This is an optimization exercise on Yosys and OpenROAD, whose aim is small area, a short achievable clock period and few clock cycles per item, not a production implementation.
Where RTL was checked, it was by simulation tests only, not by an equivalence proof against the original.
For run 6, only the layout was checked, not whether the RTL still works.
Power is estimated from default activity; no workload was simulated.

[flow/config.mk]
export PLATFORM = sky130hd
export DESIGN_NAME = flow_proportioned_pump_timer_unit
export DESIGN_NICKNAME = flow_proportioned_pump_timer_unit
export VERILOG_FILES = /design/flow/design.v
export SDC_FILE = /design/flow/constraint.sdc
export NUM_CORES = 4
export LEC_CHECK = 0
export CAP_MARGIN = 20
export CORE_MARGIN = 2
export CORE_UTILIZATION = 40
export PLACE_DENSITY = 0.6
export SETUP_SLACK_MARGIN = 3.5
export SLEW_MARGIN = 20
[flow/constraint.sdc]
create_clock -name core_clock -period 8.0 [get_ports {i_clk}]
set_input_delay 1.6000 -clock core_clock [delete_from_list [all_inputs] [get_ports {i_clk}]]
set_output_delay 1.6000 -clock core_clock [all_outputs]
set_load 0.01 [all_outputs]
[flow/design.v]
package fppt_pkg;
    localparam int FLOW_W  = 20;
    localparam int TIME_W  = 22;
    localparam int CYC_W   = 5;
    localparam int MINF_W  = 15;
    localparam logic [1:0] BAND_N1  = 2'd0;
    localparam logic [1:0] BAND_N4  = 2'd1;
    localparam logic [1:0] BAND_N15 = 2'd2;
    localparam logic [1:0] BAND_N30 = 2'd3;
endpackage
module fppt_div (
    input  logic [fppt_pkg::FLOW_W-1:0] i_rem,
    input  logic [1:0]                  i_bits,
    input  logic [fppt_pkg::FLOW_W-1:0] i_dvs,
    input  logic [fppt_pkg::FLOW_W+1:0] i_dvs3,
    input  logic [4:0]                  i_nrem,
    input  logic [1:0]                  i_band,
    output logic [fppt_pkg::FLOW_W-1:0] o_rem,
    output logic [4:0]                  o_nrem,
    output logic [1:0]                  o_digit,
    output logic [1:0]                  o_q
);
    localparam int FW = fppt_pkg::FLOW_W;
    logic [FW+1:0] w_t;
    logic [FW+2:0] w_d1, w_d2, w_d3;
    logic          w_ge1, w_ge2, w_ge3;
    logic [1:0]    w_q;
    logic [6:0]    w_dn15, w_dn30;
    assign w_t  = {i_rem, i_bits};
    assign o_q  = w_q;
    assign w_d1 = {1'b0, w_t} - {3'b000, i_dvs};
    assign w_d2 = {1'b0, w_t} - {2'b00, i_dvs, 1'b0};
    assign w_d3 = {1'b0, w_t} - {1'b0, i_dvs3};
    assign w_ge1 = ~w_d1[FW+2];
    assign w_ge2 = ~w_d2[FW+2];
    assign w_ge3 = ~w_d3[FW+2];
    always_comb begin
        if (w_ge3) begin
            w_q   = 2'd3;
            o_rem = w_d3[FW-1:0];
        end else if (w_ge2) begin
            w_q   = 2'd2;
            o_rem = w_d2[FW-1:0];
        end else if (w_ge1) begin
            w_q   = 2'd1;
            o_rem = w_d1[FW-1:0];
        end else begin
            w_q   = 2'd0;
            o_rem = w_t[FW-1:0];
        end
    end
    always_comb begin
        w_dn15 = '0;
        for (int i = 0; i < 60; i++) begin
            if ({i_nrem[3:0], w_q} == 6'(i)) w_dn15 = {2'(i / 15), 5'(i % 15)};
        end
    end
    always_comb begin
        w_dn30 = '0;
        for (int i = 0; i < 120; i++) begin
            if ({i_nrem, w_q} == 7'(i)) w_dn30 = {2'(i / 30), 5'(i % 30)};
        end
    end
    always_comb begin
        case (i_band)
            fppt_pkg::BAND_N4:  {o_digit, o_nrem} = {i_nrem[1:0], 3'b000, w_q};
            fppt_pkg::BAND_N15: {o_digit, o_nrem} = w_dn15;
            fppt_pkg::BAND_N30: {o_digit, o_nrem} = w_dn30;
            default:            {o_digit, o_nrem} = {w_q, 5'd0};
        endcase
    end
endmodule
module fppt_seq #(
    parameter int WINDOW_MS = 3600000
) (
    input  logic                         i_clk,
    input  logic                         i_rst_n,
    input  logic                         i_we,
    input  logic [0:0]                   i_idx,
    input  logic [fppt_pkg::FLOW_W-1:0]  i_wdata,
    input  logic [fppt_pkg::FLOW_W-1:0]  i_max_flow,
    input  logic [fppt_pkg::FLOW_W-1:0]  i_flow,
    input  logic                         i_free,
    output logic                         o_ready,
    output logic                         o_commit,
    output logic [fppt_pkg::TIME_W-1:0]  o_on,
    output logic [fppt_pkg::TIME_W-1:0]  o_off,
    output logic                         o_rf,
    output logic [1:0]                   o_band,
    output logic [fppt_pkg::MINF_W-1:0]  o_q60,
    output logic                         o_on_zero
);
    localparam int FW = fppt_pkg::FLOW_W;
    localparam int TW = fppt_pkg::TIME_W;
    localparam logic [1:0] S_MUL  = 2'd0;
    localparam logic [1:0] S_DIV  = 2'd1;
    localparam logic [1:0] S_SKIP = 2'd2;
    localparam logic [1:0] S_DONE = 2'd3;
    logic [1:0]    r_state;
    logic [3:0]    r_cnt;
    logic [FW-1:0] r_rem;
    logic [TW-1:0] r_quo;
    logic [4:0]    r_nrem;
    logic [1:0]    r_band;
    logic [FW+1:0] r_m3;
    logic [3:0]    r_m60_cnt;
    logic [5:0]    r_r60;
    logic [FW-1:0] r_q60;
    logic [FW-1:0] w_fnext;
    logic [FW-1:0] w_mnext;
    logic [26:0]   w_y;
    logic [26:0]   w_yr;
    logic [34:0]   w_a;
    logic [1:0]    w_band;
    logic          w_mz, w_fz, w_ge;
    logic          w_c1, w_c2, w_c3, w_c4;
    logic [FW-1:0] w_rem;
    logic [4:0]    w_nrem;
    logic [1:0]    w_digit;
    logic          w_last;
    logic          w_m60_done;
    logic          w_commit;
    logic [5:0]    w_r60;
    logic [1:0]    w_q60;
    logic [FW-1:0] w_c4b;
    logic [FW-1:0] w_h, w_hm1;
    logic          w_s0;
    logic [1:0]    w_off_lo;
    logic          w_rf;
    logic [1:0]    w_q;
    logic [TW-1:0] w_off_div;
    assign w_fnext = (i_idx == 1'b1) ? i_wdata : i_flow;
    assign w_mnext = (i_we && i_idx == 1'b0) ? i_wdata : i_max_flow;
    assign w_y     = {w_fnext, 7'd0} - {5'd0, w_fnext, 2'd0} + {7'd0, w_fnext};
    always_ff @(posedge i_clk) begin
        r_m3 <= {1'b0, w_mnext, 1'b0} + {2'b00, w_mnext};
    end
    assign w_yr = {r_rem[4:0], r_quo};
    assign w_a  = {w_yr, 8'd0} - {3'd0, w_yr, 5'd0} + {8'd0, w_yr};
    assign w_mz = (i_max_flow == '0);
    assign w_fz = (i_flow == '0);
    assign w_ge = (i_flow >= i_max_flow);
    assign w_c1 = (({3'b000, i_flow, 2'b00} + {5'd0, i_flow}) <= {7'd0, i_max_flow[FW-1:2]});
    assign w_c2 = (({3'b000, i_flow, 2'b00} + {5'd0, i_flow}) <= {6'd0, i_max_flow[FW-1:1]});
    assign w_c3 = (i_flow <= {2'b00, i_max_flow[FW-1:2]});
    assign w_c4 = ({i_flow, 2'b00} <= r_m3);
    always_comb begin
        if (w_fz || w_c1) w_band = fppt_pkg::BAND_N1;
        else if (w_c2)    w_band = fppt_pkg::BAND_N4;
        else if (w_c3)    w_band = fppt_pkg::BAND_N15;
        else if (w_c4)    w_band = fppt_pkg::BAND_N30;
        else              w_band = fppt_pkg::BAND_N1;
    end
    fppt_div u_step (
        .i_rem   (r_rem),
        .i_bits  (r_quo[TW-1:TW-2]),
        .i_dvs   (i_max_flow),
        .i_dvs3  (r_m3),
        .i_nrem  (r_nrem),
        .i_band  (r_band),
        .o_rem   (w_rem),
        .o_nrem  (w_nrem),
        .o_digit (w_digit),
        .o_q     (w_q)
    );
    assign w_last     = (r_state == S_DIV) && (r_cnt == 4'd10);
    assign w_rf       = (w_nrem != '0);
    assign w_m60_done = (r_m60_cnt == 4'd10);
    assign o_ready    = (r_state == S_DONE) || ((w_last || r_state == S_SKIP) && w_m60_done);
    assign w_commit   = (w_last || r_state == S_SKIP) && w_m60_done && i_free;
    always_ff @(posedge i_clk) begin
        if (!i_rst_n || i_we) begin
            r_state <= S_MUL;
        end else begin
            case (r_state)
                S_MUL:   r_state <= (w_ge || w_fz) ? S_SKIP : S_DIV;
                S_DIV:   if (w_commit) r_state <= S_DONE;
                S_SKIP:  if (w_commit) r_state <= S_DONE;
                default: ;
            endcase
        end
    end
    always_ff @(posedge i_clk) begin
        if (i_we) begin
            r_rem <= FW'(w_y[26:TW]);
            r_quo <= w_y[TW-1:0];
        end else if (r_state == S_MUL) begin
            r_rem  <= w_a[34:15];
            r_quo  <= w_ge ? (w_mz ? '0 : TW'(WINDOW_MS)) : {w_a[14:0], 7'd0};
            r_nrem <= '0;
            r_cnt  <= '0;
            r_band <= w_band;
        end else if (r_state == S_DIV && !w_last) begin
            r_rem  <= w_rem;
            r_quo  <= {r_quo[TW-3:0], w_digit};
            r_nrem <= w_nrem;
            r_cnt  <= r_cnt + 4'd1;
        end
    end
    always_comb begin
        case (r_band)
            fppt_pkg::BAND_N4:  w_c4b = FW'(WINDOW_MS / 16);
            fppt_pkg::BAND_N15: w_c4b = FW'(WINDOW_MS / 60);
            fppt_pkg::BAND_N30: w_c4b = FW'(WINDOW_MS / 120);
            default:            w_c4b = FW'(WINDOW_MS / 4);
        endcase
    end
    assign w_hm1     = w_c4b - r_quo[FW-1:0] - 1'b1;
    assign w_h       = w_hm1 + 1'b1;
    assign w_s0      = (r_nrem == '0) && (w_q == 2'd0);
    always_comb begin
        case ({w_digit, w_rf})
            3'b001, 3'b010: w_off_lo = 2'd3;
            3'b011, 3'b100: w_off_lo = 2'd2;
            3'b101, 3'b110: w_off_lo = 2'd1;
            default:        w_off_lo = 2'd0;
        endcase
    end
    assign w_off_div = w_s0 ? {w_h, 2'b00} : {w_hm1, w_off_lo};
    always_comb begin
        logic [6:0] r;
        r = {r_r60, r_q60[FW-1]};
        w_q60[1] = (r >= 7'd60);
        if (w_q60[1]) r = r - 7'd60;
        r = {r[5:0], r_q60[FW-2]};
        w_q60[0] = (r >= 7'd60);
        if (w_q60[0]) r = r - 7'd60;
        w_r60 = r[5:0];
    end
    always_ff @(posedge i_clk) begin
        if (!i_rst_n || (i_we && i_idx == 1'b0)) begin
            r_m60_cnt <= 4'd15;
        end else if (r_m60_cnt == 4'd15) begin
            r_m60_cnt <= 4'd0;
        end else if (!w_m60_done) begin
            r_m60_cnt <= r_m60_cnt + 4'd1;
        end
    end
    always_ff @(posedge i_clk) begin
        if (r_m60_cnt == 4'd15) begin
            r_r60 <= '0;
            r_q60 <= i_max_flow;
        end else if (!w_m60_done) begin
            r_r60 <= w_r60;
            r_q60 <= {r_q60[FW-3:0], w_q60};
        end
    end
    assign o_commit = w_commit;
    assign o_on     = (r_state == S_SKIP) ? r_quo : {r_quo[TW-3:0], w_digit};
    assign o_off    = (r_state == S_SKIP) ? (r_quo[TW-1] ? '0 : TW'(WINDOW_MS)) : w_off_div;
    assign o_rf     = (r_state == S_SKIP) ? 1'b0 : w_rf;
    assign o_band   = r_band;
    assign o_on_zero = (r_quo[TW-3:0] == '0) && ((r_state == S_SKIP) ? (r_quo[TW-1:TW-2] == 2'b00) : (w_digit == 2'b00));
    assign o_q60    = r_q60[fppt_pkg::MINF_W-1:0];
endmodule
module flow_proportioned_pump_timer_unit #(
    parameter int WINDOW_MS = 3600000
) (
    input  logic                        i_clk,
    input  logic                        i_rst_n,
    input  logic                        i_tick_valid,
    output logic                        o_tick_ready,
    input  logic                        i_tick,
    output logic                        o_res_valid,
    input  logic                        i_res_ready,
    output logic                        o_pump_on,
    output logic [fppt_pkg::TIME_W-1:0] o_phase_ms,
    output logic [fppt_pkg::TIME_W-1:0] o_on_time_ms,
    output logic [fppt_pkg::TIME_W-1:0] o_off_time_ms,
    output logic [fppt_pkg::CYC_W-1:0]  o_cycles_per_hour,
    output logic [fppt_pkg::MINF_W-1:0] o_min_flow,
    input  logic                        i_cfg_we,
    input  logic [0:0]                  i_cfg_idx,
    input  logic [fppt_pkg::FLOW_W-1:0] i_cfg_wdata
);
    localparam int FW = fppt_pkg::FLOW_W;
    localparam int TW = fppt_pkg::TIME_W;
    localparam logic [TW-1:0] BASE_N1  = TW'(WINDOW_MS);
    localparam logic [TW-1:0] BASE_N4  = TW'(WINDOW_MS / 4);
    localparam logic [TW-1:0] BASE_N15 = TW'(WINDOW_MS / 15);
    localparam logic [TW-1:0] BASE_N30 = TW'(WINDOW_MS / 30);
    logic [FW-1:0] r_max_flow;
    logic [FW-1:0] r_flow;
    logic [TW-1:0] r_p;
    logic          r_p_inc;
    logic          r_p_zero;
    logic          r_pump;
    logic          r_res_valid;
    logic [TW-1:0] r_on;
    logic [TW-1:0] r_off;
    logic          r_rf;
    logic [1:0]    r_band;
    logic [fppt_pkg::MINF_W-1:0] r_minf;
    logic          w_ready;
    logic          w_commit;
    logic [TW-1:0] w_on;
    logic [TW-1:0] w_off;
    logic          w_rf;
    logic [1:0]    w_band;
    logic [fppt_pkg::MINF_W-1:0] w_q60;
    logic          w_free;
    logic          w_take;
    logic [TW-1:0] w_phase;
    logic [TW-1:0] w_base;
    logic [TW-1:0] w_period;
    logic          w_le_on;
    logic          w_le_per;
    logic          w_on_zero;
    logic          r_past_on;
    logic          r_past_per;
    logic          w_eq_on;
    logic          w_eq_per;
    fppt_seq #(
        .WINDOW_MS (WINDOW_MS)
    ) u_seq (
        .i_clk      (i_clk),
        .i_rst_n    (i_rst_n),
        .i_we       (i_cfg_we),
        .i_idx      (i_cfg_idx),
        .i_wdata    (i_cfg_wdata),
        .i_max_flow (r_max_flow),
        .i_flow     (r_flow),
        .i_free     (w_free),
        .o_ready    (w_ready),
        .o_commit   (w_commit),
        .o_on       (w_on),
        .o_off      (w_off),
        .o_rf       (w_rf),
        .o_band     (w_band),
        .o_q60      (w_q60),
        .o_on_zero  (w_on_zero)
    );
    assign w_free       = !r_res_valid || i_res_ready;
    assign o_tick_ready = w_ready && !i_cfg_we && w_free;
    assign w_take       = i_tick_valid && o_tick_ready;
    always_comb begin
        if (r_p_zero)     w_phase = '0;
        else if (r_p_inc) w_phase = r_p + 1'b1;
        else              w_phase = r_p;
    end
    always_comb begin
        case (r_band)
            fppt_pkg::BAND_N4:  w_base = BASE_N4;
            fppt_pkg::BAND_N15: w_base = BASE_N15;
            fppt_pkg::BAND_N30: w_base = BASE_N30;
            default:            w_base = BASE_N1;
        endcase
    end
    assign w_period = w_base - TW'(r_rf);
    assign w_le_on  = !r_past_on;
    assign w_le_per = !r_past_per;
    assign w_eq_on  = w_commit ? w_on_zero : (w_phase == r_on);
    assign w_eq_per = !w_commit && (w_phase == w_period);
    always_ff @(posedge i_clk) begin
        if (!i_rst_n) begin
            r_max_flow  <= '0;
            r_flow      <= '0;
            r_p_zero    <= 1'b1;
            r_p_inc     <= 1'b0;
            r_past_on   <= 1'b0;
            r_past_per  <= 1'b0;
            r_pump      <= 1'b0;
            r_res_valid <= 1'b0;
        end else begin
            if (i_cfg_we) begin
                if (i_cfg_idx == 1'b0) r_max_flow <= i_cfg_wdata;
                else                   r_flow     <= i_cfg_wdata;
                r_p_zero   <= 1'b1;
                r_p_inc    <= 1'b0;
                r_past_on  <= 1'b0;
                r_past_per <= 1'b0;
            end else if (w_take) begin
                if (i_tick) begin
                    r_p_zero   <= !w_le_per;
                    r_p_inc    <= w_le_per;
                    r_past_on  <= w_le_per && (!w_le_on || w_eq_on);
                    r_past_per <= w_le_per && w_eq_per;
                    if (w_le_on)       r_pump <= 1'b1;
                    else if (w_le_per) r_pump <= 1'b0;
                end else begin
                    r_p_zero <= 1'b0;
                    r_p_inc  <= 1'b0;
                end
            end
            if (w_take) begin
                r_res_valid <= 1'b1;
            end else if (i_res_ready) begin
                r_res_valid <= 1'b0;
            end
        end
    end
    always_ff @(posedge i_clk) begin
        if (w_take) begin
            r_p <= w_phase;
        end
    end
    always_ff @(posedge i_clk) begin
        if (w_commit) begin
            r_on   <= w_on;
            r_off  <= w_off;
            r_rf   <= w_rf;
            r_band <= w_band;
            r_minf <= (w_q60 == '0) ? '0 : w_q60 + 1'b1;
        end
    end
    assign o_res_valid       = r_res_valid;
    assign o_pump_on         = r_pump;
    assign o_phase_ms        = r_p;
    assign o_on_time_ms      = r_on;
    assign o_off_time_ms     = r_off;
    assign o_min_flow        = r_minf;
    always_comb begin
        case (r_band)
            fppt_pkg::BAND_N4:  o_cycles_per_hour = 5'd4;
            fppt_pkg::BAND_N15: o_cycles_per_hour = 5'd15;
            fppt_pkg::BAND_N30: o_cycles_per_hour = 5'd30;
            default:            o_cycles_per_hour = 5'd1;
        endcase
    end
endmodule
[flow/run.sh]
#!/bin/bash
# synth_recipe.tcl (not shown) runs the flow's synth.tcl, then flattens the netlist and writes it again
# the make line also repeats each setting of config.mk as NAME=value (left out here)
make -C /OpenROAD-flow-scripts/flow DESIGN_CONFIG=/design/flow/config.mk WORK_HOME=/design/flow/orfs CLKGATE_MAP_FILE= SYNTH_SCRIPT=/design/flow/synth_recipe.tcl finish
==> results of run 1 <==
==> stage by stage <==
step / setup slack (ns) / instance area [µm²]
final: 3.24 / 28900
after global routing: 3.08 / 28900
after CTS: 3.27 / 28200
after detailed placement: 1.69 / 26000
after global placement: 1.87 / 26000
after floorplan: 2.89 / 24200
==> where the power goes <==
group / switching (mW) / internal [mW] / total [mW]
combinational: 5.36 / 3.76 / 9.11
clock: 0.552 / 0.737 / 1.29
sequential: 0.352 / 1.66 / 2.02
total: 6.26 / 6.16 / 12.4
==> placed cells by master, fill, tap and decap left out, drive strengths merged, types with 15 or more instances in the layout <==
master,count
a211oi,33
nor3,77
a31oi,25
xor2,76
o21bai,16
clkbuf,42
nor2,231
edfxtp,142
ha,311
buf,144
and3,20
nand2,247
and2,32
o211ai,32
a22oi,20
clkdlybuf4s50,94
fa,38
xnor2,135
a21o,69
a21boi,20
mux2i,26
nand2b,30
inv,207
a21oi,184
or3,15
o211a,20
nand3,68
dfxtp,95
nand4,32
o21a,46
nor2b,40
nor4,29
o21ai,178
==> sequential cells by signal, indices dropped and copies added, names as in the netlist, 4 cells and up <==
signal           flops
u_seq.r_q60         20
u_seq.r_rem         20
r_flow              20
r_minf              15
u_seq.r_r60          6
r_max_flow          20
u_seq.r_nrem         5
u_seq.r_cnt          4
r_off               22
u_seq.r_m60_cnt      4
r_on                22
r_p                 22
u_seq.r_m3          22
u_seq.r_quo         22
==> worst max-delay path: stages (launching register included) <==
cell and delay (ns):
edfxtp_1 0.37, inv_2 0.07, ha_4 0.17, fa_2 0.40
nor2b_4 0.15, o2111ai_2 0.17, a21bo_2 0.27, a211oi_4 0.22
buf_4 0.17, a221oi_4 0.07, buf_4 0.17, o21ai_4 0.17
nor2_2 0.15, o311a_1 0.39, a2111oi_4 0.30, o32ai_4 0.17
or4_4 0.60, ha_4 0.19, nor3_4 0.16, a2111oi_2 0.08
==> routing by layer <==
metal  track usage  vias to the layer above  wire [µm]
li1              -                    10600          -
met1         0.351                    10700      35700
met2         0.437                      869      37700
met3        0.0377                      166       5580
met4        0.0932                        0       3060
met5             0                        -          0
==> worst max path at each step <==
stage,from,to,slack (ns)
after floorplan,i_cfg_idx[0],u_seq.r_rem[4]$_DFFE_PP_,2.89
after global placement,i_cfg_idx[0],u_seq.r_rem[3]$_DFFE_PP_,1.87
after detailed placement,i_cfg_idx[0],u_seq.r_rem[3]$_DFFE_PP_,1.69
after CTS,u_seq.r_quo[20]$_DFFE_PP_,r_off[1]$_SDFFCE_PP0P_,3.27
after global routing,u_seq.r_quo[20]$_DFFE_PP_,r_off[1]$_SDFFCE_PP0P_,3.08
final,u_seq.r_quo[20]$_DFFE_PP_,r_off[1]$_SDFFCE_PP0P_,3.24
==> layout make-up <==
class,count,area [µm²],area share
clock inverters,12,81.3,0.00282
inverters,220,876,0.0304
multi-input cells,2259,17500,0.608
well taps,773,967,0.0335
repair buffers,254,2380,0.0826
flip-flops and latches,237,6190,0.215
clock buffers,39,815,0.0282
==> logic make-up (layout without fill, tap and decap cells) <==
kind of cell               after synthesis  after routing
xor gates and xnor gates               211            211
AOI/OAI and AO/OA                      793            794
buffers and inverters                  312            525
adders and majority gates              349            349
muxes                                   28             28
DFF                                    237            237
and+or+nand+nor                        874            877
==> repair_timing <==
action | 4_1_cts | 5_1_grt
endpoints found under the setup margin | 60 | 33
gates cloned | 6 | 2
pin swaps | 36 | 43
resized for setup | 165 | 99
endpoints found under the hold margin | 0 | 0
buffers inserted | 72 | 43
==> flow_metrics.py, run 1 <==
metrics = {
    "timing": {
        "fin_crit_ns": 4.76,
        "grt_setup_unrepaired": "yes",
        "setup-tns-final_ns": 0,
        "fmax_mhz": 210,
        "fin_hold_ws_ns": 0.495,
        "worst_pin_slew_ns": 1.13,
        "max-slew-margin-rel": 0.238,
        "final_max_slew_viol_count": 0,
        "hold_viol": 0,
        "fin_crit_sh": 0.595,
        "finalSetupViolations": 0,
        "clock_skew_ns": 0.0206,
    },
    "drt": {
        "vias_per_cell": 5.89,
        "vias": 22400,
        "ant_nets": 0,
        "avgRoutedWirePerCell_um": 21.6,
        "route.detailed.drc": 0,
        "drt_iter0_drc": 1807,
        "drt_pass1_iterations": 5,
        "wl_um": 82100,
    },
    "placed_design": {
        "gp_congestion": 0.964,
        "dp_cells": 3620,
        "io_buffers": 115,
        "dpl.hpwl_um": 60400,
    },
    "global_route": {
        "grt_pass1_vias": 21800,
        "grt_max_degree": 78,
        "antenna_found_initial": 0,
        "grt_pass1_wl_um": 127000,
        "grt_usage": 0.264,
        "grt-ovfl-total": 0,
    },
    "final_layout": {
        "area_delta_synth_final_pct": 21.4,
        "fill_cells": 5478,
        "fin_util": 0.490,
        "layout.cells.non_filler": 3794,
        "num_antenna_cells": 0,
        "nets": 3377,
        "drive_gt1_frac": 0.137,
    },
    "clock_tree": {
        "cts_max_path_buffers": 3,
        "ctsHoldBuffers": 0,
        "htreeDepth": 1,
        "cts_tree": "done",
        "cts_buffers": 29,
        "clock_sinks": 237,
        "clkSlewWorstSetupHoldPaths_ns": 0.06,
        "root_buffer": "clkbuf_16",
        "clock_latency_ns": 0.58,
    },
    "setup_path": {
        "end_kind": "flip-flop",
        "critical_path_class": "flip-flop to flip-flop",
        "cp-start-kind": "flip-flop",
        "required_ns": 8.26,
        "regToRegStartpoint": "u_seq.r_quo[20]$_DFFE_PP_",
        "arrival_ns": 5.02,
        "reg2reg_slack_ns": 3.24,
        "critical_path.max_fanout": 10,
        "rr_worst_depth": 19,
        "regToRegEndpoint": "r_off[1]$_SDFFCE_PP0P_",
    },
    "logic_synthesis": {
        "synth_commonest_cells": "311 x ha_1, 246 x nand2_1, 227 x nor2_1",
        "synth_fa_ha_area_frac": 0.196,
        "synth_compound_area_frac": 0.227,
        "synthMuxAreaShare": 0.0119,
        "synthXorXnorAreaFrac": 0.0778,
        "synth_area_mm2": 0.0238,
        "synth_simple_gate_area_frac": 0.178,
        "seq_area_frac_synth": 0.260,
        "synth.avg_cell_area_um2": 8.47,
        "ys_async_sr_fraction": 0,
        "synth_seq_cells": 237,
        "yosysTopAreaCell": "edfxtp_1",
        "yosys_warnings": 3,
        "synth_nets": 3180,
        "syn_inst": 2804,
        "netlist_top_cells_area": "edfxtp_1 18%, ha_1 16%, dfxtp_1 8.0%, xnor2_1 5.0%, nand2_1 3.9%",
        "ys.flop_type": "edfxtp_1",
        "synth-edff-count": 142,
        "synth_top_family_by_area": "compound AO/OA/AOI/OAI gates",
        "synth.most_common_cell": "ha_1",
        "synthDominantCellAreaShare": 0.179,
        "synth_cell_types": 96,
    },
    "worst_hold_path": {
        "hold_class": "flip-flop to flip-flop",
        "min_path_cells": 2,
        "whs_endpoint": "r_past_per$_SDFFE_PP0P_",
        "hold_start": "r_past_per$_SDFFE_PP0P_",
    },
    "floorplanning": {
        "start_util": 0.403,
        "die_width_um": 248,
        "coreArea_mm2": 0.0589,
        "die_area_mm2": 0.0614,
        "ios": 116,
        "die_h_um": 248,
        "fp-row-count": 89,
    },
    "power": {
        "p_per_area_mw_per_mm2": 430,
        "peakVddDrop_mv": 0.257,
        "p_total_mw": 12.4,
        "p_leak_nw": 11.9,
    },
    "job": {
        "drv_cap": 0,
    },
    "run_status": {
        "run_status": "timing/DRC/antenna clean",
    },
}
Testbench counts, summed over its fixed seeds: cycles 4,334, updates 320.
==> run 2, diff against run 1 <==
--- a/flow/config.mk
+++ b/flow/config.mk
@@ -5,9 +5,9 @@
 export SDC_FILE = /design/flow/constraint.sdc
 export NUM_CORES = 4
 export LEC_CHECK = 0
-export CAP_MARGIN = 20
+export CAP_MARGIN = 5
 export CORE_MARGIN = 2
 export CORE_UTILIZATION = 40
 export PLACE_DENSITY = 0.6
 export SETUP_SLACK_MARGIN = 3.5
-export SLEW_MARGIN = 20
+export SLEW_MARGIN = 5
==> run 2 against run 1 <==
Global-route usage grew 0.098 points. Sequential share of layout area is 0.29 points lower. Critical endpoint unchanged. Clock-buffer cell count down 7. Worst setup slack improved by 0.0067 ns. Largest power group unchanged.
==> flow_metrics.py, run 2 <==
metrics = {
    "logic_synthesis": {
        "synth_area_mm2": 0.0238,
        "synth-edff-count": 142,
        "synth_nets": 3180,
        "ys.flop_type": "edfxtp_1",
        "yosysTopAreaCell": "edfxtp_1",
        "synth_commonest_cells": "311 x ha_1, 246 x nand2_1, 227 x nor2_1",
        "yosys_warnings": 3,
        "netlist_top_cells_area": "edfxtp_1 18%, ha_1 16%, dfxtp_1 8.0%, xnor2_1 5.0%, nand2_1 3.9%",
        "synth_seq_cells": 237,
        "ys_async_sr_fraction": 0,
        "synthDominantCellAreaShare": 0.179,
        "seq_area_frac_synth": 0.260,
        "synth.avg_cell_area_um2": 8.47,
        "synth.most_common_cell": "ha_1",
        "syn_inst": 2804,
        "synth_cell_types": 96,
    },
    "timing": {
        "finalSetupViolations": 0,
        "final_max_slew_viol_count": 0,
        "worst_pin_slew_ns": 1.19,
        "fin_hold_ws_ns": 0.492,
        "grt_setup_unrepaired": "yes",
        "hold_viol": 0,
        "max-slew-margin-rel": 0.201,
        "fin_crit_sh": 0.594,
        "clock_skew_ns": 0.0232,
        "fmax_mhz": 210,
        "setup-tns-final_ns": 0,
        "fin_crit_ns": 4.75,
    },
    "power": {
        "p_switching_mw": 6.29,
        "seq_power_share": 0.158,
        "intPower_mw": 6.44,
        "peakVddDrop_mv": 0.250,
        "pwr-share-comb": 0.723,
        "p_sw_frac": 0.494,
        "p_leak_nw": 12.1,
        "p_per_area_mw_per_mm2": 435,
        "pwr-share-clk": 0.119,
    },
    "floorplanning": {
        "ios": 116,
        "coreArea_mm2": 0.0589,
        "die_width_um": 248,
        "die_h_um": 248,
        "die_area_mm2": 0.0614,
        "fp-row-count": 89,
        "start_util": 0.403,
    },
    "final_layout": {
        "most-common-layout-cells": "286 x ha_1, 243 x nand2_1, 221 x nor2_1",
        "drive_gt1_frac": 0.148,
        "area_delta_synth_final_pct": 23.1,
        "num_antenna_cells": 0,
        "fin_area_mm2": 0.0293,
        "nets": 3385,
        "layout_commonest_cell": "ha_1",
        "fin_util": 0.497,
    },
    "drt": {
        "drt_iter0_drc": 1914,
        "vias_per_cell": 5.88,
        "ant_nets": 0,
        "vias": 22400,
        "avgRoutedWirePerCell_um": 21.6,
        "route.detailed.drc": 0,
        "drt_pass1_iterations": 5,
        "wl_um": 82200,
    },
    "global_route": {
        "grt_max_degree": 78,
        "grt_usage": 0.265,
        "grt_pass1_wl_um": 127000,
        "grt_pass1_vias": 21800,
        "grt-ovfl-total": 0,
        "antenna_found_initial": 1,
    },
    "clock_tree": {
        "cts_max_path_buffers": 3,
        "clkSlewWorstSetupHoldPaths_ns": 0.07,
        "root_buffer": "clkbuf_16",
        "clock_sinks": 237,
        "ctsHoldBuffers": 0,
        "htreeDepth": 1,
        "cts_tree": "done",
        "clock_latency_ns": 0.59,
        "cts_buffers": 29,
    },
    "job": {
        "drv_cap": 0,
    },
    "placed_design": {
        "io_buffers": 115,
        "dpl.hpwl_um": 60500,
        "gp_congestion": 0.964,
        "placedInstanceArea_mm2": 0.0260,
    },
    "setup_path": {
        "cp_top_family": "simple AND/OR/NAND/NOR gates",
        "cp_num_buf_inv": 3,
        "worst_path_largest_cell_delay_ns": 0.58,
        "end_kind": "flip-flop",
        "regToRegEndpoint": "r_off[1]$_SDFFCE_PP0P_",
        "required_ns": 8.28,
        "reg2reg_slack_ns": 3.25,
        "rr_worst_depth": 19,
        "critical_path.max_fanout": 9,
        "regToRegStartpoint": "u_seq.r_quo[20]$_DFFE_PP_",
        "crit_top_cell": "ha_4",
        "critical_path_class": "flip-flop to flip-flop",
        "cp-start-kind": "flip-flop",
        "crit_slowest_cell": "or4_4",
        "arrival_ns": 5.03,
        "worstPathCellList": "inv_2, ha_4, fa_2, nor2b_4, o2111ai_4, a21bo_2, a211oi_4, a221o_2, a21oi_4, buf_12, buf_4, and4_1, nor3_2, a2bb2oi_2, nand3_2, or4_4, ha_4, nor3_4, a2111oi_2",
    },
    "run_status": {
        "run_status": "timing/DRC/antenna clean",
    },
    "worst_hold_path": {
        "hold_start": "r_past_per$_SDFFE_PP0P_",
        "hold_class": "flip-flop to flip-flop",
        "whs_endpoint": "r_past_per$_SDFFE_PP0P_",
        "min_path_cells": 2,
    },
}
## run 2: cell counts after synthesis
No cell type changed its count.
## run 2: area by class of cell
type	instances	area [µm²]
Clock buffer	32	758
Clock inverter	21	319
Fill cell	5478	29700
Inverter	220	887
Multi-Input combinational cell	2258	17600
Sequential cell	237	6190
Tap cell	773	967
Timing Repair Buffer	263	2490
## run 2: how the worst max path moves through the flow
stage / slack, ns / from / cells past startpoint / to
final: 3.25 / u_seq.r_quo[20]$_DFFE_PP_ / 19 / r_off[1]$_SDFFCE_PP0P_
after global routing: 3.06 / u_seq.r_quo[20]$_DFFE_PP_ / 21 / r_off[1]$_SDFFCE_PP0P_
after CTS: 3.29 / u_seq.r_quo[20]$_DFFE_PP_ / 21 / r_off[1]$_SDFFCE_PP0P_
after detailed placement: 1.69 / i_cfg_idx[0] / 16 / u_seq.r_rem[3]$_DFFE_PP_
after global placement: 1.87 / i_cfg_idx[0] / 16 / u_seq.r_rem[3]$_DFFE_PP_
after floorplan: 2.89 / i_cfg_idx[0] / 19 / u_seq.r_rem[4]$_DFFE_PP_
## run 2: metal layers
metal	share of wire	wire [µm]	track usage	vias up
li1	-	-	-	10700
met1	0.44	36300	0.358	10700
met2	0.46	37500	0.437	843
met3	0.063	5150	0.0322	184
met4	0.038	3160	0.0919	0
met5	0	0	0	-
## run 2: worst min-delay path: stages, from the launching register on
cell     delay, ns
dfxtp_1       0.33
nand2_1       0.06
a21oi_1       0.05
## run 2: power groups by stage
stage                     sequential (mW)  clock [mW]  combinational [mW]
after global routing                 2.03        1.58                10.1
after detailed placement             2.08           0                7.81
after global placement               2.07           0                7.70
after floorplan                      1.89           0                5.96
after CTS                            2.00        1.53                8.69
final                                2.01        1.52                9.20
## run 2: stage by stage
step                      power, mW  setup WS (ns)  std cells
after floorplan                7.85           2.89       2804
after global placement         9.77           1.87       3620
after detailed placement       9.89           1.69       3620
after CTS                      12.2           3.29       3752
after global routing           13.7           3.06       3804
final                          12.7           3.25       3804
## run 2: cells by family after synthesis
group                    Yosys count  share of synthesized area
buffers and inverters            312                     0.0499
AND/OR/NAND/NOR                  874                      0.178
flip-flops                       237                      0.260
AO/OA/AOI/OAI                    793                      0.227
XOR/XNOR                         211                     0.0778
multiplexers                      28                     0.0119
adder cells (fa/ha/maj)          349                      0.196
## run 2: what timing repair did
action / 4_1_cts / 5_1_grt
setup endpoints to repair: 60 / 33
resized for setup: 175 / 119
gates cloned: 6 / 2
buffers inserted: 73 / 50
pin swaps: 42 / 57
==> run 3, diff against run 2 <==
--- a/flow/design.v
+++ b/flow/design.v
@@ -105,9 +105,9 @@
     logic [FW+1:0] r_m3;
     logic [3:0]    r_m60_cnt;
     logic [5:0]    r_r60;
-    logic [FW-1:0] r_q60;
+    logic [fppt_pkg::MINF_W-1:0] r_q60;
     logic [FW-1:0] w_fnext;
-    logic [FW-1:0] w_mnext;
+    logic [1:0]    w_mbits;
     logic [26:0]   w_y;
     logic [26:0]   w_yr;
     logic [34:0]   w_a;
@@ -130,10 +130,9 @@
     logic [1:0]    w_q;
     logic [TW-1:0] w_off_div;
     assign w_fnext = (i_idx == 1'b1) ? i_wdata : i_flow;
-    assign w_mnext = (i_we && i_idx == 1'b0) ? i_wdata : i_max_flow;
     assign w_y     = {w_fnext, 7'd0} - {5'd0, w_fnext, 2'd0} + {7'd0, w_fnext};
     always_ff @(posedge i_clk) begin
-        r_m3 <= {1'b0, w_mnext, 1'b0} + {2'b00, w_mnext};
+        if (i_we && i_idx == 1'b0) r_m3 <= {1'b0, i_wdata, 1'b0} + {2'b00, i_wdata};
     end
     assign w_yr = {r_rem[4:0], r_quo};
     assign w_a  = {w_yr, 8'd0} - {3'd0, w_yr, 5'd0} + {8'd0, w_yr};
@@ -145,7 +144,7 @@
     assign w_c3 = (i_flow <= {2'b00, i_max_flow[FW-1:2]});
     assign w_c4 = ({i_flow, 2'b00} <= r_m3);
     always_comb begin
-        if (w_fz || w_c1) w_band = fppt_pkg::BAND_N1;
+        if (w_fz || w_mz || w_c1) w_band = fppt_pkg::BAND_N1;
         else if (w_c2)    w_band = fppt_pkg::BAND_N4;
         else if (w_c3)    w_band = fppt_pkg::BAND_N15;
         else if (w_c4)    w_band = fppt_pkg::BAND_N30;
@@ -218,11 +217,17 @@
     end
     assign w_off_div = w_s0 ? {w_h, 2'b00} : {w_hm1, w_off_lo};
     always_comb begin
+        w_mbits = 2'b00;
+        for (int k = 0; k < 10; k++) begin
+            if (r_m60_cnt == 4'(k)) w_mbits = i_max_flow[FW-1-2*k -: 2];
+        end
+    end
+    always_comb begin
         logic [6:0] r;
-        r = {r_r60, r_q60[FW-1]};
+        r = {r_r60, w_mbits[1]};
         w_q60[1] = (r >= 7'd60);
         if (w_q60[1]) r = r - 7'd60;
-        r = {r[5:0], r_q60[FW-2]};
+        r = {r[5:0], w_mbits[0]};
         w_q60[0] = (r >= 7'd60);
         if (w_q60[0]) r = r - 7'd60;
         w_r60 = r[5:0];
@@ -239,10 +244,9 @@
     always_ff @(posedge i_clk) begin
         if (r_m60_cnt == 4'd15) begin
             r_r60 <= '0;
-            r_q60 <= i_max_flow;
         end else if (!w_m60_done) begin
             r_r60 <= w_r60;
-            r_q60 <= {r_q60[FW-3:0], w_q60};
+            r_q60 <= {r_q60[fppt_pkg::MINF_W-3:0], w_q60};
         end
     end
     assign o_commit = w_commit;
@@ -251,7 +255,7 @@
     assign o_rf     = (r_state == S_SKIP) ? 1'b0 : w_rf;
     assign o_band   = r_band;
     assign o_on_zero = (r_quo[TW-3:0] == '0) && ((r_state == S_SKIP) ? (r_quo[TW-1:TW-2] == 2'b00) : (w_digit == 2'b00));
-    assign o_q60    = r_q60[fppt_pkg::MINF_W-1:0];
+    assign o_q60    = r_q60;
 endmodule
 module flow_proportioned_pump_timer_unit #(
     parameter int WINDOW_MS = 3600000
--- a/flow/config.mk
+++ b/flow/config.mk
@@ -5,9 +5,10 @@
 export SDC_FILE = /design/flow/constraint.sdc
 export NUM_CORES = 4
 export LEC_CHECK = 0
-export CAP_MARGIN = 5
+export CAP_MARGIN = 20
 export CORE_MARGIN = 2
 export CORE_UTILIZATION = 40
 export PLACE_DENSITY = 0.6
 export SETUP_SLACK_MARGIN = 3.5
-export SLEW_MARGIN = 5
+export SLEW_MARGIN = 20
+export TNS_END_PERCENT = 10
==> run 3 against run 2 <==
Cell area shrank 3.7%. Core utilization shrank 1.7 points. Non-clock buffer count shrank 32. Clock-buffer cell count grew 4. Combinational power shrank 12%. Critical path type is now primary input to flip-flop. Largest cell class unchanged. Largest power group unchanged. Highest routed layer is now met5.
==> flow_metrics.py, run 3 <==
metrics = {
    "logic_synthesis": {
        "seq_area_frac_synth": 0.263,
        "synth_nets": 3152,
        "synth_area_mm2": 0.0237,
        "synth-edff-count": 159,
        "netlist_top_cells_area": "edfxtp_1 20%, ha_1 16%, dfxtp_1 6.2%, xnor2_1 4.7%, nand2_1 3.8%",
        "synthDominantCellAreaShare": 0.201,
        "ys_async_sr_fraction": 0,
        "synth_cell_types": 88,
        "yosys_warnings": 3,
        "synth_commonest_cells": "312 x ha_1, 243 x nand2_1, 226 x inv_1",
        "ys.flop_type": "edfxtp_1",
        "synth_seq_cells": 232,
        "synth.most_common_cell": "ha_1",
        "yosysTopAreaCell": "edfxtp_1",
        "syn_inst": 2775,
        "synth.avg_cell_area_um2": 8.54,
    },
    "clock_tree": {
        "cts_buffers": 28,
        "cts_tree": "done",
        "clkSlewWorstSetupHoldPaths_ns": 0.06,
        "htreeDepth": 1,
        "root_buffer": "clkbuf_16",
        "cts_max_path_buffers": 3,
        "clock_sinks": 232,
        "clock_latency_ns": 0.58,
    },
    "drt": {
        "route.detailed.drc": 0,
        "vias_per_cell": 6.00,
        "wl_um": 81300,
        "avgRoutedWirePerCell_um": 21.7,
        "drt_pass1_iterations": 5,
        "vias": 22400,
        "drt_iter0_drc": 2067,
        "ant_nets": 0,
    },
    "power": {
        "p_leak_nw": 11.7,
        "p_per_area_mw_per_mm2": 405,
        "p_switching_mw": 5.69,
        "pwr-share-clk": 0.115,
        "p_total_mw": 11.4,
        "pwr-share-comb": 0.709,
        "seq_power_share": 0.176,
        "p_sw_frac": 0.498,
        "peakVddDrop_mv": 0.228,
        "intPower_mw": 5.73,
    },
    "global_route": {
        "grt_pass1_wl_um": 124000,
        "grt_pass1_vias": 21600,
        "grt_max_degree": 71,
        "grt-ovfl-total": 0,
        "grt_usage": 0.258,
        "antenna_found_initial": 1,
    },
    "placed_design": {
        "io_buffers": 115,
        "dpl.hpwl_um": 62200,
        "gp_congestion": 0.931,
        "dp_cells": 3606,
    },
    "timing": {
        "fin_hold_ws_ns": 0.493,
        "finalSetupViolations": 0,
        "final_max_slew_viol_count": 0,
        "fin_crit_ns": 4.65,
        "worst_pin_slew_ns": 1.11,
        "setup-tns-final_ns": 0,
        "fin_crit_sh": 0.581,
        "max-slew-margin-rel": 0.253,
        "grt_setup_unrepaired": "yes",
        "hold_viol": 0,
        "clock_skew_ns": 0.0375,
        "fmax_mhz": 215,
    },
    "final_layout": {
        "num_antenna_cells": 0,
        "layout_commonest_cell": "ha_1",
        "layout.cells.non_filler": 3741,
        "most-common-layout-cells": "294 x ha_1, 240 x nand2_1, 213 x nor2_1",
        "nets": 3323,
        "area_delta_synth_final_pct": 18.8,
        "drive_gt1_frac": 0.111,
        "fin_util": 0.479,
    },
    "setup_path": {
        "critical_path.max_fanout": 5,
        "end_kind": "flip-flop",
        "critical_path_class": "primary input to flip-flop",
        "worstPathCellList": "buf_16, mux2i_4, buf_4, buf_12, fa_1, inv_1, ha_2, or3_4, or3_4, nor3_4, nor3_2, o41a_1, o21a_1, or3_1, a31o_1",
        "arrival_ns": 4.98,
        "crit_top_cell": "or3_4",
        "cp-start-kind": "primary input",
        "crit_slowest_cell": "fa_1",
        "reg2reg_slack_ns": 3.40,
        "regToRegStartpoint": "r_max_flow[9]$_SDFFE_PN0P_",
        "startpoint": "i_cfg_idx[0]",
        "required_ns": 8.34,
        "worst_path_largest_cell_delay_ns": 0.50,
    },
    "floorplanning": {
        "die_width_um": 247,
        "ios": 116,
        "fp-row-count": 89,
        "start_util": 0.403,
        "coreArea_mm2": 0.0588,
        "die_h_um": 247,
        "die_area_mm2": 0.0612,
    },
    "worst_hold_path": {
        "hold_class": "flip-flop to flip-flop",
        "hold_start": "r_past_per$_SDFFE_PP0P_",
    },
    "job": {
        "drv_cap": 0,
    },
    "run_status": {
        "run_status": "timing/DRC/antenna clean",
    },
}
==> run 3: changes by cell type in the layout (fill, tap and decap cells not counted), sizes merged, moves of 15 or more <==
| cell | previous run | this run |
|---|---|---|
| or3 | 15 | 32 |
| a21oi | 184 | 165 |
| o21ai | 178 | 160 |
| buf | 153 | 122 |
| dfxtp | 95 | 73 |
| nor2 | 231 | 216 |
| edfxtp | 142 | 159 |
| inv | 205 | 220 |
| and2 | 32 | 13 |
==> run 3: worst paths after layout <==
kind | endpoint | cells after the start
min reg2reg | r_past_per$_SDFFE_PP0P_ | 2
max reg2reg | r_off[1]$_SDFFCE_PP0P_ | 17
min | r_past_per$_SDFFE_PP0P_ | 2
max | u_seq.r_rem[2]$_DFFE_PP_ | 15
==> run 3: cells by family (layout without fill, tap and decap cells) <==
group,after synthesis,after routing,share of synthesized area
AOI/OAI and AO/OA,787,787,0.225
xor gates and xnor gates,202,202,0.0746
adders and majority gates,350,350,0.197
buffers and inverters,322,515,0.0523
DFF,232,232,0.263
muxes,34,34,0.0155
and+or+nand+nor,848,848,0.172
==> run 3: worst max-delay path: cells and delay by family <==
family | cells | cell delay (ns)
buf+inv | 4 | 0.46
mux | 1 | 0.20
simple gates | 5 | 1.26
fa+ha+maj | 2 | 0.68
compound gates | 3 | 0.78
==> run 3: layout make-up <==
class,instances,area [µm²]
clock inverters,16,168
well taps,773,967
repair buffers,231,2140
clock buffers,36,793
flip-flops and latches,232,6240
fillers,5594,30600
inverters,232,901
multi-input cells,2221,17000
==> run 3: power by group through the flow <==
| stage | registers, mW | clock network (mW) | logic, mW |
|---|---|---|---|
| 2_1_floorplan | 1.87 | 0 | 5.60 |
| 3_3_place_gp | 2.05 | 0 | 7.26 |
| 3_5_place_dp | 2.06 | 0 | 7.37 |
| 5_1_grt | 2.04 | 1.38 | 8.89 |
| 4_1_cts | 2.00 | 1.34 | 7.68 |
| 6_report | 2.01 | 1.31 | 8.09 |
==> run 3: layer usage <==
layer	track usage	vias up	routed length, µm
li1	-	10600	-
met1	0.356	10900	36400
met2	0.420	843	37100
met3	0.0329	160	5300
met4	0.0800	2	2460
met5	0	-	19
==> run 3: repair_timing <==
action	CTS	global route
endpoints found under the setup margin	53	34
cloned	2	2
hold buffers	0	0
hold endpoints to repair	0	0
buffers inserted	51	28
pin swaps	28	22
resized for setup	137	65
==> run 3: through the flow <==
stage	cell area (µm²)	worst slack, ns
final	28200	3.35
after global routing	28200	3.26
after CTS	27700	3.37
after detailed placement	25900	1.81
after global placement	25900	1.92
after floorplan	23900	2.85
Testbench counts of run 3, summed over its fixed seeds: cycles 4,334, updates 320.
==> run 4, diff against run 3 <==
--- a/flow/config.mk
+++ b/flow/config.mk
@@ -11,4 +11,3 @@
 export PLACE_DENSITY = 0.6
 export SETUP_SLACK_MARGIN = 3.5
 export SLEW_MARGIN = 20
-export TNS_END_PERCENT = 10
==> run 4 against run 3 <==
Still clean. Synthesized cell count is the same. Worst hold slack better by 0.0059 ns. Wire length is 0.72% lower. Final cell count about the same. Maximum frequency shrank 1.1%. Global-route usage is 0.33 points lower. Register-to-register slack improved by 0.09 ns. Critical path type unchanged. Largest cell class unchanged. Highest routed layer unchanged.
==> flow_metrics.py, run 4 <==
metrics = {
    "placed_design": {
        "io_buffers": 115,
        "placedInstanceArea_mm2": 0.0259,
        "gp_congestion": 0.942,
        "dpl.hpwl_um": 61700,
    },
    "logic_synthesis": {
        "synth_area_mm2": 0.0237,
        "yosys_warnings": 3,
        "synth-edff-count": 159,
        "yosysTopAreaCell": "edfxtp_1",
        "synth_nets": 3152,
        "synth_simple_gate_area_frac": 0.172,
        "ys_async_sr_fraction": 0,
        "synth_commonest_cells": "312 x ha_1, 243 x nand2_1, 226 x inv_1",
        "synthXorXnorAreaFrac": 0.0746,
        "synth_fa_ha_area_frac": 0.197,
        "synth_seq_cells": 232,
        "syn_inst": 2775,
        "synthMuxAreaShare": 0.0155,
        "netlist_top_cells_area": "edfxtp_1 20%, ha_1 16%, dfxtp_1 6.2%, xnor2_1 4.7%, nand2_1 3.8%",
        "synthDominantCellAreaShare": 0.201,
        "ys.flop_type": "edfxtp_1",
        "synth_cell_types": 88,
        "synth.most_common_cell": "ha_1",
        "synth_top_family_by_area": "compound AO/OA/AOI/OAI gates",
        "seq_area_frac_synth": 0.263,
        "synth.avg_cell_area_um2": 8.54,
        "synth_compound_area_frac": 0.225,
    },
    "global_route": {
        "grt-ovfl-total": 0,
        "use_met3": 0.0390,
        "top_usage_layer": "met2",
        "met2_usage": 0.412,
        "antenna_found_initial": 2,
        "grt_usage": 0.255,
        "grt_max_degree": 72,
        "grt_pass1_vias": 21100,
        "grt_pass1_wl_um": 122000,
        "grt_util_met1": 0.353,
    },
    "clock_tree": {
        "clock_sinks": 232,
        "cts_buffers": 29,
        "clock_latency_ns": 0.59,
        "cts_max_path_buffers": 3,
        "clkSlewWorstSetupHoldPaths_ns": 0.06,
        "ctsHoldBuffers": 0,
        "htreeDepth": 1,
        "cts_tree": "done",
        "root_buffer": "clkbuf_16",
    },
    "power": {
        "p_switching_mw": 5.68,
        "seq_power_share": 0.178,
        "pwr-share-clk": 0.115,
        "peakVddDrop_mv": 0.267,
        "p_sw_frac": 0.501,
        "p_leak_nw": 11.7,
        "pwr-share-comb": 0.707,
        "p_per_area_mw_per_mm2": 403,
        "intPower_mw": 5.66,
    },
    "floorplanning": {
        "start_util": 0.403,
        "die_area_mm2": 0.0612,
        "die_width_um": 247,
        "die_h_um": 247,
        "fp-row-count": 89,
        "coreArea_mm2": 0.0588,
        "ios": 116,
    },
    "drt": {
        "ant_nets": 0,
        "vias": 22300,
        "avgRoutedWirePerCell_um": 21.6,
        "route.detailed.drc": 0,
        "drt_pass1_iterations": 5,
        "drt_iter0_drc": 1887,
        "wl_um": 80700,
        "vias_per_cell": 5.95,
    },
    "final_layout": {
        "num_antenna_cells": 0,
        "fill_cells": 5703,
        "most-common-layout-cells": "294 x ha_1, 240 x nand2_1, 214 x nor2_1",
        "layout_commonest_cell": "ha_1",
        "area_delta_synth_final_pct": 18.6,
        "regArea_mm2": 0.00625,
        "multi_input_area_mm2": 0.0170,
        "fin_area_mm2": 0.0281,
        "drive_gt1_frac": 0.112,
        "nets": 3323,
    },
    "timing": {
        "worst_pin_slew_ns": 1.10,
        "hold_viol": 0,
        "fmax_mhz": 213,
        "clock_skew_ns": 0.0237,
        "fin_crit_sh": 0.587,
        "grt_setup_unrepaired": "yes",
        "setup-tns-final_ns": 0,
        "finalSetupViolations": 0,
        "final_max_slew_viol_count": 0,
        "max-slew-margin-rel": 0.262,
        "fin_crit_ns": 4.70,
    },
    "setup_path": {
        "cp_top_family": "simple AND/OR/NAND/NOR gates",
        "cp_num_buf_inv": 2,
        "cp-start-kind": "primary input",
        "worst_path_largest_cell_delay_ns": 0.52,
        "arrival_ns": 5.03,
        "required_ns": 8.34,
        "critical_path_class": "primary input to flip-flop",
        "end_kind": "flip-flop",
        "worstPathCellList": "clkdlybuf4s15_1, mux2i_4, fa_1, inv_1, ha_2, or3_4, or3_4, nor3_4, nor3_2, o41a_1, o21a_1, or3_1, a31o_1",
        "critical_path.max_fanout": 4,
        "crit_top_cell": "or3_4",
        "crit_slowest_cell": "fa_1",
    },
    "worst_hold_path": {
        "hold_class": "flip-flop to flip-flop",
    },
    "run_status": {
        "run_status": "timing/DRC/antenna clean",
    },
    "job": {
        "drv_cap": 0,
    },
}
==> run 4: cell counts after synthesis <==
No cell type changed its count.
==> run 4: power by group through the flow <==
stage / sequential [mW] / combinational (mW) / clock (mW)
CTS: 2.00 / 7.69 / 1.33
global route: 2.03 / 8.76 / 1.37
finish: 2.01 / 8.02 / 1.31
floorplan: 1.87 / 5.62 / 0
detailed placement: 2.06 / 7.38 / 0
global placement: 2.06 / 7.27 / 0
==> run 4: final cells by class <==
type | count | share of cell area
Multi-Input combinational cell | 2221 | 0.604
Tap cell | 773 | 0.0344
Inverter | 232 | 0.0323
Clock buffer | 33 | 0.0279
Timing Repair Buffer | 230 | 0.0733
Sequential cell | 232 | 0.222
Clock inverter | 19 | 0.00596
==> run 4: metal layers <==
metal | up-vias | routed length (µm) | part of all wire
met5 | - | 14 | 0.00017
met4 | 2 | 2230 | 0.028
met3 | 145 | 6010 | 0.074
met2 | 835 | 36400 | 0.45
met1 | 10700 | 36100 | 0.45
li1 | 10600 | - | -
==> run 4: final timing paths <==
kind | slack, ns | end | depth (start not counted) | start
setup reg to reg | 3.49 | r_off[1]$_SDFFCE_PP0P_ | 16 | r_max_flow[14]$_SDFFE_PN0P_
hold / removal | 0.50 | r_max_flow[15]$_SDFFE_PN0P_ | 2 | r_max_flow[15]$_SDFFE_PN0P_
hold reg to reg | 0.50 | r_max_flow[15]$_SDFFE_PN0P_ | 2 | r_max_flow[15]$_SDFFE_PN0P_
setup / recovery | 3.30 | u_seq.r_rem[2]$_DFFE_PP_ | 13 | i_cfg_wdata[15]
==> run 4: cells by family (layout without fill, tap and decap cells) <==
| logic type | Yosys count | after routing |
|---|---|---|
| and+or+nand+nor | 848 | 848 |
| AOI/OAI and AO/OA | 787 | 787 |
| muxes | 34 | 34 |
| DFF | 232 | 232 |
| adders and majority gates | 350 | 350 |
| buffers and inverters | 322 | 514 |
| xor gates and xnor gates | 202 | 202 |
==> run 4: timing repair <==
action | 4_1_cts | 5_1_grt
hold endpoints to repair | 0 | 0
setup buffers | 51 | 33
gates resized for setup | 107 | 87
setup endpoints to repair | 46 | 24
cloned | 1 | 1
pin swaps | 17 | 32
==> run 4: stage by stage <==
stage          setup slack (ns)   util  power [mW]  hold WS [ns]  cells
5_1_grt                    3.23  0.478        12.2         0.514   3740
3_3_place_gp               1.98  0.440        9.33         0.475   3602
4_1_cts                    3.31  0.470        11.0         0.493   3706
3_5_place_dp               1.90  0.440        9.45         0.484   3602
6_report                   3.30  0.478        11.3         0.498   3740
2_1_floorplan              2.85      -        7.49         0.453   2775
==> run 4: tightest hold or removal path: stages, from the launching register on <==
cell	delay, ns
dfxtp_1	0.33
nand2_1	0.05
a21boi_0	0.07
==> run 5, diff against run 4 <==
--- a/flow/config.mk
+++ b/flow/config.mk
@@ -11,3 +11,4 @@
 export PLACE_DENSITY = 0.6
 export SETUP_SLACK_MARGIN = 3.5
 export SLEW_MARGIN = 20
+export TNS_END_PERCENT = 40
==> run 5 against run 4 <==
Synthesized cell count unchanged. Sequential power about the same. Worst hold slack got worse by 0.0088 ns. Register-to-register slack about the same. Via count increased by 0.90%. Largest power group unchanged. Cell area increased by 1.3%. First-iteration DRC count increased by 8.0%. Power increased by 1.6%. Wire length increased by 0.72%. Critical endpoint unchanged. Combinational power increased by 2%. Core utilization increased by 0.62 points.
==> flow_metrics.py, run 5 <==
metrics = {
    "setup_path": {
        "crit_top_cell": "or3_4",
        "critical_path.max_fanout": 6,
        "arrival_ns": 4.96,
        "regToRegStartpoint": "r_max_flow[7]$_SDFFE_PN0P_",
        "required_ns": 8.34,
        "end_kind": "flip-flop",
        "startpoint": "i_cfg_idx[0]",
        "crit_slowest_cell": "fa_1",
        "cp_top_family": "simple AND/OR/NAND/NOR gates",
        "critical_path_class": "primary input to flip-flop",
        "cp-start-kind": "primary input",
        "cp_num_buf_inv": 3,
        "worstPathCellList": "buf_16, mux2i_4, buf_6, fa_1, inv_1, ha_2, or3_4, or3_4, nor3_4, nor3_2, o41a_1, o21a_1, or3_1, a31o_1",
        "worst_path_largest_cell_delay_ns": 0.54,
    },
    "clock_tree": {
        "root_buffer": "clkbuf_16",
        "htreeDepth": 1,
        "clock_sinks": 232,
        "clock_latency_ns": 0.59,
        "cts_tree": "done",
        "cts_max_path_buffers": 3,
        "cts_buffers": 28,
        "clkSlewWorstSetupHoldPaths_ns": 0.06,
        "ctsHoldBuffers": 0,
    },
    "logic_synthesis": {
        "yosysTopAreaCell": "edfxtp_1",
        "synth_nets": 3152,
        "synth.most_common_cell": "ha_1",
        "ys_async_sr_fraction": 0,
        "ys.flop_type": "edfxtp_1",
        "synth-edff-count": 159,
        "synthDominantCellAreaShare": 0.201,
        "synth_commonest_cells": "312 x ha_1, 243 x nand2_1, 226 x inv_1",
        "yosys_warnings": 3,
        "syn_inst": 2775,
        "netlist_top_cells_area": "edfxtp_1 20%, ha_1 16%, dfxtp_1 6.2%, xnor2_1 4.7%, nand2_1 3.8%",
        "synth_seq_cells": 232,
        "synth_area_mm2": 0.0237,
        "seq_area_frac_synth": 0.263,
        "synth.avg_cell_area_um2": 8.54,
        "synth_cell_types": 88,
    },
    "floorplanning": {
        "start_util": 0.403,
        "die_area_mm2": 0.0612,
        "coreArea_mm2": 0.0588,
        "fp-row-count": 89,
        "die_h_um": 247,
        "ios": 116,
        "die_width_um": 247,
    },
    "worst_hold_path": {
        "hold_class": "flip-flop to flip-flop",
        "hold_start": "r_past_per$_SDFFE_PP0P_",
    },
    "drt": {
        "vias_per_cell": 5.97,
        "ant_nets": 0,
        "route.detailed.drc": 0,
        "drt_pass1_iterations": 5,
        "wl_um": 81300,
        "vias": 22500,
        "avgRoutedWirePerCell_um": 21.6,
        "drt_iter0_drc": 2038,
    },
    "power": {
        "peakVddDrop_mv": 0.227,
        "p_per_area_mw_per_mm2": 404,
        "p_leak_nw": 11.9,
    },
    "timing": {
        "max-slew-margin-rel": 0.257,
        "fin_crit_ns": 4.62,
        "grt_setup_unrepaired": "yes",
        "final_max_slew_viol_count": 0,
        "clock_skew_ns": 0.0375,
        "fin_crit_sh": 0.577,
        "setup-tns-final_ns": 0,
        "worst_pin_slew_ns": 1.11,
        "fmax_mhz": 216,
        "hold_viol": 0,
        "finalSetupViolations": 0,
    },
    "final_layout": {
        "nets": 3343,
        "area_delta_synth_final_pct": 20.1,
        "layout_commonest_cell": "ha_1",
        "drive_gt1_frac": 0.127,
        "fin_util": 0.485,
        "most-common-layout-cells": "288 x ha_1, 238 x nand2_1, 211 x nor2_1",
        "num_antenna_cells": 0,
    },
    "placed_design": {
        "gp_congestion": 0.931,
        "io_buffers": 115,
        "dpl.hpwl_um": 62200,
    },
    "global_route": {
        "antenna_found_initial": 1,
        "grt_usage": 0.258,
        "grt_pass1_vias": 21600,
        "grt-ovfl-total": 0,
        "grt_pass1_wl_um": 124000,
        "grt_max_degree": 71,
    },
    "job": {
        "drv_cap": 0,
    },
    "run_status": {
        "run_status": "timing/DRC/antenna clean",
    },
}
run 5: cell counts after synthesis:
Identical to the previous run, type by type.
run 5: power breakdown:
group	total (mW)	internal (mW)	leakage, nW	switching [mW]
combinational	8.20	3.38	9.26	4.82
clock	1.31	0.770	0.462	0.544
sequential	2.01	1.65	2.14	0.361
run 5: cell type report:
class | instances | area, µm²
multi-input combinational | 2221 | 17100
inverter | 232 | 908
sequential | 232 | 6250
tap | 773 | 967
clock inverter | 16 | 168
timing repair buffer | 251 | 2280
fill | 5568 | 30300
clock buffer | 36 | 793
run 5: timing repair:
item	in CTS	in global routing
setup buffers	53	46
pin swaps	29	46
endpoints found under the setup margin	53	34
gates cloned	2	2
resized for setup	144	104
run 5: path summary, 6_finish.rpt:
kind,cells after the start,endpoint,slack [ns]
max,14,u_seq.r_rem[2]$_DFFE_PP_,3.38
min,2,r_past_per$_SDFFE_PP0P_,0.49
max reg2reg,17,r_off[1]$_SDFFCE_PP0P_,3.48
min reg2reg,2,r_past_per$_SDFFE_PP0P_,0.49
run 5: metrics by stage:
stage               area (µm²)  setup slack [ns]  std cells  power (mW)  hold WS [ns]
floorplan                23900              2.85       2775        7.47         0.453
global placement         25900              1.92       3605        9.31         0.475
detailed placement       25900              1.81       3606        9.43         0.476
CTS                      27800              3.37       3713        11.0         0.495
global route             28500              3.31       3761        12.4         0.527
finish                   28500              3.38       3761        11.5         0.490
run 5: kinds of logic (layout without fill, tap and decap cells):
| group | after synthesis | in the layout | share of synthesized area |
|---|---|---|---|
| AO/OA/AOI/OAI | 787 | 787 | 0.225 |
| XOR/XNOR | 202 | 202 | 0.0746 |
| adder cells (fa/ha/maj) | 350 | 350 | 0.197 |
| buffers and inverters | 322 | 535 | 0.0523 |
| flip-flops | 232 | 232 | 0.263 |
| multiplexers | 34 | 34 | 0.0155 |
| AND/OR/NAND/NOR | 848 | 848 | 0.172 |
run 5: per-layer routing:
| layer | wire (µm) | share of wire | vias up | track usage |
|---|---|---|---|---|
| met1 | 36200 | 0.44 | 10900 | 0.357 |
| li1 | - | - | 10600 | - |
| met2 | 37300 | 0.46 | 846 | 0.419 |
| met5 | 19 | 0.00023 | - | 0 |
| met4 | 2480 | 0.030 | 2 | 0.0800 |
| met3 | 5320 | 0.065 | 161 | 0.0323 |
run 5: worst reg2reg max path: stages, from the launching register on:
cell and delay (ns):
dfxtp_1 0.37, inv_1 0.25, ha_1 0.48, nand3_1 0.13, or4_1 0.51, a21o_1 0.21
nand3_2 0.16, a21oi_4 0.09, buf_12 0.16, or3_1 0.37, a311oi_2 0.32, a211oi_2 0.08
o32a_1 0.21, and4_4 0.17, and4_1 0.23, ha_1 0.21, nor3_1 0.22, a2111oi_2 0.09
==> run 6, diff against run 5 <==
--- a/flow/design.v
+++ b/flow/design.v
@@ -291,14 +291,12 @@
     logic          r_pump;
     logic          r_res_valid;
     logic [TW-1:0] r_on;
-    logic [TW-1:0] r_off;
     logic          r_rf;
     logic [1:0]    r_band;
     logic [fppt_pkg::MINF_W-1:0] r_minf;
     logic          w_ready;
     logic          w_commit;
     logic [TW-1:0] w_on;
-    logic [TW-1:0] w_off;
     logic          w_rf;
     logic [1:0]    w_band;
     logic [fppt_pkg::MINF_W-1:0] w_q60;
@@ -328,7 +326,7 @@
         .o_ready    (w_ready),
         .o_commit   (w_commit),
         .o_on       (w_on),
-        .o_off      (w_off),
+        .o_off      (),
         .o_rf       (w_rf),
         .o_band     (w_band),
         .o_q60      (w_q60),
@@ -401,7 +399,6 @@
     always_ff @(posedge i_clk) begin
         if (w_commit) begin
             r_on   <= w_on;
-            r_off  <= w_off;
             r_rf   <= w_rf;
             r_band <= w_band;
             r_minf <= (w_q60 == '0) ? '0 : w_q60 + 1'b1;
@@ -411,7 +408,7 @@
     assign o_pump_on         = r_pump;
     assign o_phase_ms        = r_p;
     assign o_on_time_ms      = r_on;
-    assign o_off_time_ms     = r_off;
+    assign o_off_time_ms     = w_period - r_on;
     assign o_min_flow        = r_minf;
     always_comb begin
         case (r_band)
--- a/flow/config.mk
+++ b/flow/config.mk
@@ -11,4 +11,3 @@
 export PLACE_DENSITY = 0.6
 export SETUP_SLACK_MARGIN = 3.5
 export SLEW_MARGIN = 20
-export TNS_END_PERCENT = 40
==> run 6 against run 5 <==
Power down 11%. Cell area down 3.5%. Sequential share of layout area down 1.6 points. Clock skew down 0.022 ns. Clock power down 8%. Flip-flop and latch count down 22.
==> flow_metrics.py, run 6 <==
metrics = {
    "run_status": {
        "run_status": "timing/DRC/antenna clean",
    },
    "power": {
        "p_total_mw": 10.2,
        "p_sw_frac": 0.505,
        "pwr-share-comb": 0.709,
        "pwr-share-clk": 0.117,
        "p_switching_mw": 5.17,
        "peakVddDrop_mv": 0.231,
        "p_leak_nw": 11.7,
    },
    "floorplanning": {
        "die_width_um": 244,
        "start_util": 0.406,
        "fp-row-count": 87,
        "die_h_um": 244,
    },
    "setup_path": {
        "cp-start-kind": "flip-flop",
        "required_ns": 6.40,
        "regToRegEndpoint": "u_seq.r_band[1]$_SDFFCE_PP0P_",
        "critical_path.max_fanout": 4,
        "regToRegStartpoint": "r_flow[2]$_SDFFE_PN0P_",
        "arrival_ns": 3.53,
        "critical_path_class": "flip-flop to output pin",
    },
    "logic_synthesis": {
        "ys.flop_type": "edfxtp_1",
        "synth_commonest_cells": "307 x ha_1, 278 x nand2_1, 247 x inv_1",
        "synth.avg_cell_area_um2": 8.26,
        "synth_area_mm2": 0.0230,
        "synthDominantCellAreaShare": 0.179,
        "yosys_warnings": 3,
        "seq_area_frac_synth": 0.242,
        "synth_seq_cells": 210,
        "synth_cell_types": 97,
        "synth.most_common_cell": "ha_1",
        "synth_nets": 3158,
        "synth-edff-count": 137,
        "syn_inst": 2786,
    },
    "placed_design": {
        "gp_congestion": 0.938,
        "dp_slack_ns": 1.28,
        "dp_cells": 3605,
        "io_buffers": 115,
        "dpl.hpwl_um": 59700,
    },
    "final_layout": {
        "fin_area_mm2": 0.0275,
        "area_delta_synth_final_pct": 19.5,
        "most-common-layout-cells": "287 x ha_1, 276 x nand2_1, 232 x inv_1",
        "fin_util": 0.486,
        "layout_commonest_cell": "ha_1",
        "nets": 3335,
        "drive_gt1_frac": 0.125,
    },
    "clock_tree": {
        "cts_tree": "done",
        "cts_buffers": 25,
        "clock_latency_ns": 0.55,
        "htreeDepth": 1,
        "clock_sinks": 210,
        "root_buffer": "clkbuf_16",
        "cts_max_path_buffers": 3,
    },
    "global_route": {
        "grt_max_degree": 71,
        "antenna_found_initial": 0,
        "grt_pass1_wl_um": 122000,
        "grt_usage": 0.255,
        "grt_pass1_vias": 21500,
    },
    "timing": {
        "max-slew-margin-rel": 0.282,
        "setup-tns-final_ns": 0,
        "finalSetupViolations": 0,
        "setup_slack_ns": 2.87,
        "grt_setup_unrepaired": "yes",
        "final_max_slew_viol_count": 0,
        "fmax_mhz": 195,
        "worst_pin_slew_ns": 1.08,
    },
    "worst_hold_path": {
        "hold_class": "flip-flop to flip-flop",
        "whs_endpoint": "r_past_per$_SDFFE_PP0P_",
        "hold_start": "r_past_per$_SDFFE_PP0P_",
    },
    "drt": {
        "vias": 22100,
        "avgRoutedWirePerCell_um": 21.1,
        "route.detailed.drc": 0,
    },
    "job": {
        "drv_cap": 0,
    },
}
run 6: cell count changes after synthesis, sizes merged, moves of 15 or more:
cell | before | now
nand2 | 243 | 280
edfxtp | 159 | 137
o21a | 59 | 41
inv | 227 | 247
o21ai | 160 | 187
o31ai | 24 | 9
run 6: worst max-delay path by stage:
stage                                 to  slack [ns]
3_5_place_dp    u_seq.r_rem[3]$_DFFE_PP_        1.28
4_1_cts                o_off_time_ms[20]        2.85
6_report               o_off_time_ms[21]        2.87
5_1_grt                o_off_time_ms[21]        2.73
3_3_place_gp   u_seq.r_quo[21]$_DFFE_PP_        1.42
2_1_floorplan  u_seq.r_quo[21]$_DFFE_PP_        2.78
run 6: layer usage:
| layer | track usage | vias to the layer above | part of all wire |
|---|---|---|---|
| met1 | 0.342 | 10600 | 0.43 |
| met3 | 0.0314 | 134 | 0.068 |
| met5 | 0 | - | 0 |
| li1 | - | 10500 | - |
| met2 | 0.433 | 828 | 0.47 |
| met4 | 0.0671 | 0 | 0.029 |
run 6: final cells by class:
type | instances | area (µm²) | share of cell area
Inverter | 249 | 945 | 0.0344
Multi-Input combinational cell | 2242 | 17100 | 0.622
Antenna cell | 1 | 2.50 | 0.0000910
Sequential cell | 210 | 5580 | 0.203
Tap cell | 756 | 946 | 0.0344
Clock inverter | 16 | 184 | 0.00669
Clock buffer | 30 | 664 | 0.0242
Timing Repair Buffer | 235 | 2090 | 0.0759
run 6: cells by family after synthesis:
logic type | Yosys count | synth area share
fa+ha+maj | 345 | 0.200
compound gates | 796 | 0.233
buf+inv | 334 | 0.0563
mux | 28 | 0.0128
simple gates | 875 | 0.180
flops | 210 | 0.242
xor+xnor | 198 | 0.0754
run 6: power groups by stage:
stage	clock network, mW	registers [mW]	logic (mW)
final	1.20	1.79	7.26
after global routing	1.26	1.80	7.97
after CTS	1.22	1.78	6.95
after detailed placement	0	1.82	6.73
after global placement	0	1.82	6.65
after floorplan	0	1.66	5.08
run 6: worst max-delay path: stages, from the launching register on:
cell	delay, ns
edfxtp_1	0.49
inv_2	0.13
ha_4	0.14
inv_2	0.04
ha_4	0.16
xor2_4	0.19
ha_4	0.27
a21o_1	0.18
o21ai_2	0.15
a21oi_2	0.09
o211ai_1	0.33
o2111ai_2	0.17
a31o_2	0.25
a21oi_2	0.12
xnor2_1	0.12
buf_2	0.15
run 6: repair_timing:
action                                  CTS  global route
hold buffers                              0             0
setup buffers                            54            32
pin swaps                                61            78
endpoints found under the setup margin   65            65
cloned                                    1             0
resized for setup                       235            90
